Context: an optimization exercise on an open-source flow, tuned for a short achievable clock period and few clock cycles. The choices shown serve that exercise and are no tape-out recipe.
Power is estimated from default activity; no workload was simulated.

==> job 8675 <==
// mdc_top
module mdc_top #(
    parameter int RUN_LEN = mdc_pkg::N_ENTRIES
) (
    input  wire logic         clk,
    input  wire logic         rst_n,
    input  wire logic         in_valid,
    input  wire logic [8:0]   in_mode,
    input  wire logic [14:0]  in_data,
    output logic              out_valid,
    output mdc_pkg::result_t  out_data
);
==> module mdc_input_stage, before the edit <==
module mdc_input_stage #(
    parameter int RUN_LEN = mdc_pkg::N_ENTRIES
) (
    input  wire logic                clk,
    input  wire logic                rst_n,
    input  wire logic                in_valid,
    input  wire logic [8:0]          in_mode,
    input  wire logic [14:0]         in_data,
    output mdc_pkg::entry_t          entry,
    output logic [RUN_LEN-1:0]       wr_en,
    output logic                     run_done,
    output logic                     mode3
);
    localparam int CNT_W = $clog2(RUN_LEN);
    localparam logic [CNT_W-1:0] LAST_IDX = CNT_W'(RUN_LEN - 1);
    mdc_pkg::mode_t     mode_dec;
    logic [8:0]         mode_code;
    logic [CNT_W-1:0]   cnt;
    logic               first;
    logic               mode_ok;
    hamming_decoder #(
        .DATA_W (mdc_pkg::MODE_W),
        .CODE_W (9)
    ) u_mode_dec (
        .code (mode_code),
        .data (mode_dec)
    );
    hamming_decoder #(
        .DATA_W (mdc_pkg::ENTRY_W),
        .CODE_W (15)
    ) u_entry_dec (
        .code (in_data),
        .data (entry)
    );
    assign first   = (cnt == '0);
    assign mode_ok = (mode_dec == mdc_pkg::MODE_DET2) || (mode_dec == mdc_pkg::MODE_DET3);
    always_comb begin
        for (int j = 0; j < RUN_LEN; j++) begin
            wr_en[j] = in_valid && (cnt == CNT_W'(j));
        end
    end
    always_ff @(posedge clk or negedge rst_n) begin
        if (!rst_n) begin
            cnt      <= '0;
            run_done <= 1'b0;
        end else begin
            run_done <= in_valid && (cnt == LAST_IDX) && mode_ok;
            if (in_valid) begin
                cnt <= cnt + 1'b1;
            end
        end
    end
    always_ff @(posedge clk) begin
        if (in_valid && first) begin
            mode_code <= in_mode;
        end
        mode3 <= (mode_dec == mdc_pkg::MODE_DET3);
    end
endmodule
==> flow/config.mk <==
export PLATFORM = sky130hd
export DESIGN_NAME = mdc_top
export DESIGN_NICKNAME = mdc_top
export VERILOG_FILES = /design/flow/design.v
export SDC_FILE = /design/flow/constraint.sdc
export NUM_CORES = 4
export LEC_CHECK = 0
export ABC_CLOCK_PERIOD_IN_PS = 1500
export CAP_MARGIN = 20
export CORE_MARGIN = 2
export CORE_UTILIZATION = 40
export SLEW_MARGIN = 20
==> flow/constraint.sdc <==
create_clock -name core_clock -period 18.0 [get_ports {clk}]
set_input_delay 3.6000 -clock core_clock [delete_from_list [all_inputs] [get_ports {clk}]]
set_output_delay 3.6000 -clock core_clock [all_outputs]
set_load 0.01 [all_outputs]
standard.sh (not shown) runs the stock make flow with config.mk's settings and CLKGATE_MAP_FILE= SYNTH_SCRIPT=/design/flow/synth_recipe.tcl, a recipe that flattens the netlist after the stock synthesis.
==> flow/flow/run.sh <==
#!/bin/bash
# The standard layout, with repair_timing aiming well below the clock period
set -euo pipefail
bash standard.sh SETUP_SLACK_MARGIN=13 finish > standard_flow.log 2>&1
==> job 8527 (differences from job 8675) <==
--- a/flow/design.v
+++ b/flow/design.v
@@ -84,6 +84,6 @@
     localparam logic [CNT_W-1:0] LAST_IDX = CNT_W'(RUN_LEN - 1);
     mdc_pkg::mode_t     mode_dec;
-    logic [8:0]         mode_code;
     logic [CNT_W-1:0]   cnt;
+    logic               run_ok;
     logic               first;
     logic               mode_ok;
@@ -92,5 +92,5 @@
         .CODE_W (9)
     ) u_mode_dec (
-        .code (mode_code),
+        .code (in_mode),
         .data (mode_dec)
     );
@@ -112,18 +112,18 @@
         if (!rst_n) begin
             cnt      <= '0;
+            run_ok   <= 1'b0;
             run_done <= 1'b0;
+            mode3    <= 1'b0;
         end else begin
-            run_done <= in_valid && (cnt == LAST_IDX) && mode_ok;
+            run_done <= in_valid && (cnt == LAST_IDX) && run_ok;
             if (in_valid) begin
                 cnt <= cnt + 1'b1;
+                if (first) begin
+                    run_ok <= mode_ok;
+                    mode3  <= (mode_dec == mdc_pkg::MODE_DET3);
+                end
             end
         end
     end
-    always_ff @(posedge clk) begin
-        if (in_valid && first) begin
-            mode_code <= in_mode;
-        end
-        mode3 <= (mode_dec == mdc_pkg::MODE_DET3);
-    end
 endmodule
 `default_nettype wire
==> flow/run.sh (new file) <==
#!/bin/bash
# synth_recipe.tcl (not shown) runs the flow's synth.tcl, then flattens the netlist and writes it again
# the make line also repeats each setting of config.mk as NAME=value (left out here)
make -C /OpenROAD-flow-scripts/flow DESIGN_CONFIG=/design/flow/config.mk WORK_HOME=/design/flow/orfs CLKGATE_MAP_FILE= SYNTH_SCRIPT=/design/flow/synth_recipe.tcl finish
--- a/flow/config.mk
+++ b/flow/config.mk
@@ -6,5 +6,4 @@
 export NUM_CORES = 4
 export LEC_CHECK = 0
-export ABC_CLOCK_PERIOD_IN_PS = 1500
 export CAP_MARGIN = 20
 export CORE_MARGIN = 2
removed: flow/flow/run.sh
removed: flow/standard.sh
==> job 1748 (differences from job 8675) <==
==> flow/run.sh (new file) <==
#!/bin/bash
# synth_recipe.tcl (not shown) runs the flow's synth.tcl, then flattens the netlist and writes it again
# the make line also repeats each setting of config.mk as NAME=value (left out here)
make -C /OpenROAD-flow-scripts/flow DESIGN_CONFIG=/design/flow/config.mk WORK_HOME=/design/flow/orfs CLKGATE_MAP_FILE= SYNTH_SCRIPT=/design/flow/synth_recipe.tcl finish
removed: flow/flow/run.sh
removed: flow/standard.sh
==> run notes <==
- Job 8675 completed without violations. Job 1748 finished clean. Job 8527 completed with no timing, DRC or antenna violations.
- The highest sequential share of layout area belongs to job 1748, the lowest to job 8675.
- In sequential power, job 1748 and job 8527 hardly differ.
- In critical path depth, job 8675 and job 1748 do not differ.
- In job 8527 the die area is lower than in job 1748, by about 1.5%.
- Against job 1748, the combinational power of job 8527 is higher by about 3%.
- Register-to-register slack: job 1748 < job 8527 < job 8675.
- Between job 8675 and job 1748, the lower first-iteration DRC count is in job 1748 (gap 8.9%, measured against job 1748).
- Between job 8675 and job 1748, the lower worst hold slack is in job 1748 (gap 0.0011 ns).
- Between job 8675 and job 8527, the lower total power is in job 8527 (gap about 0.26%, measured against job 8527).
- Of job 1748 and job 8527, job 1748 has the higher final area (gap 1.5%, measured against job 8527).
No functional check of the RTL was part of any run of this note.

## what the ideal ports hide
The results above use ideal ports. As a check the final layouts listed here were re-extracted and re-timed, cells and wires unchanged.
Step 1 sets driving cells, clkbuf_16 on the clock port and buf_2 on the other inputs (assumed; they add their load-dependent delay and slew).
Step 2 times the ports against the registers' clock, not the clock port: input delays grow and output delays shrink by t, the midpoint of the rising clock arrivals with the driver on.
a / b / c = ideal / step 1 / step 2; a / b = the first two.
run	shift t [ns]	setup WS [ns]	worst setup path after step 2	slew at the worst register clock pin (ns)	pins driven straight from the clock port
job 8675	0.667	12.954 / 12.961 / 12.320	input to register	0.07 / 0.07	1
job 8527	0.653	10.454 / 10.497 / 9.845	input to register	0.06 / 0.06	1
job 1748	0.663	12.051 / 12.081 / 11.417	input to register	0.06 / 0.06	1
After both steps every run listed still meets setup and hold.
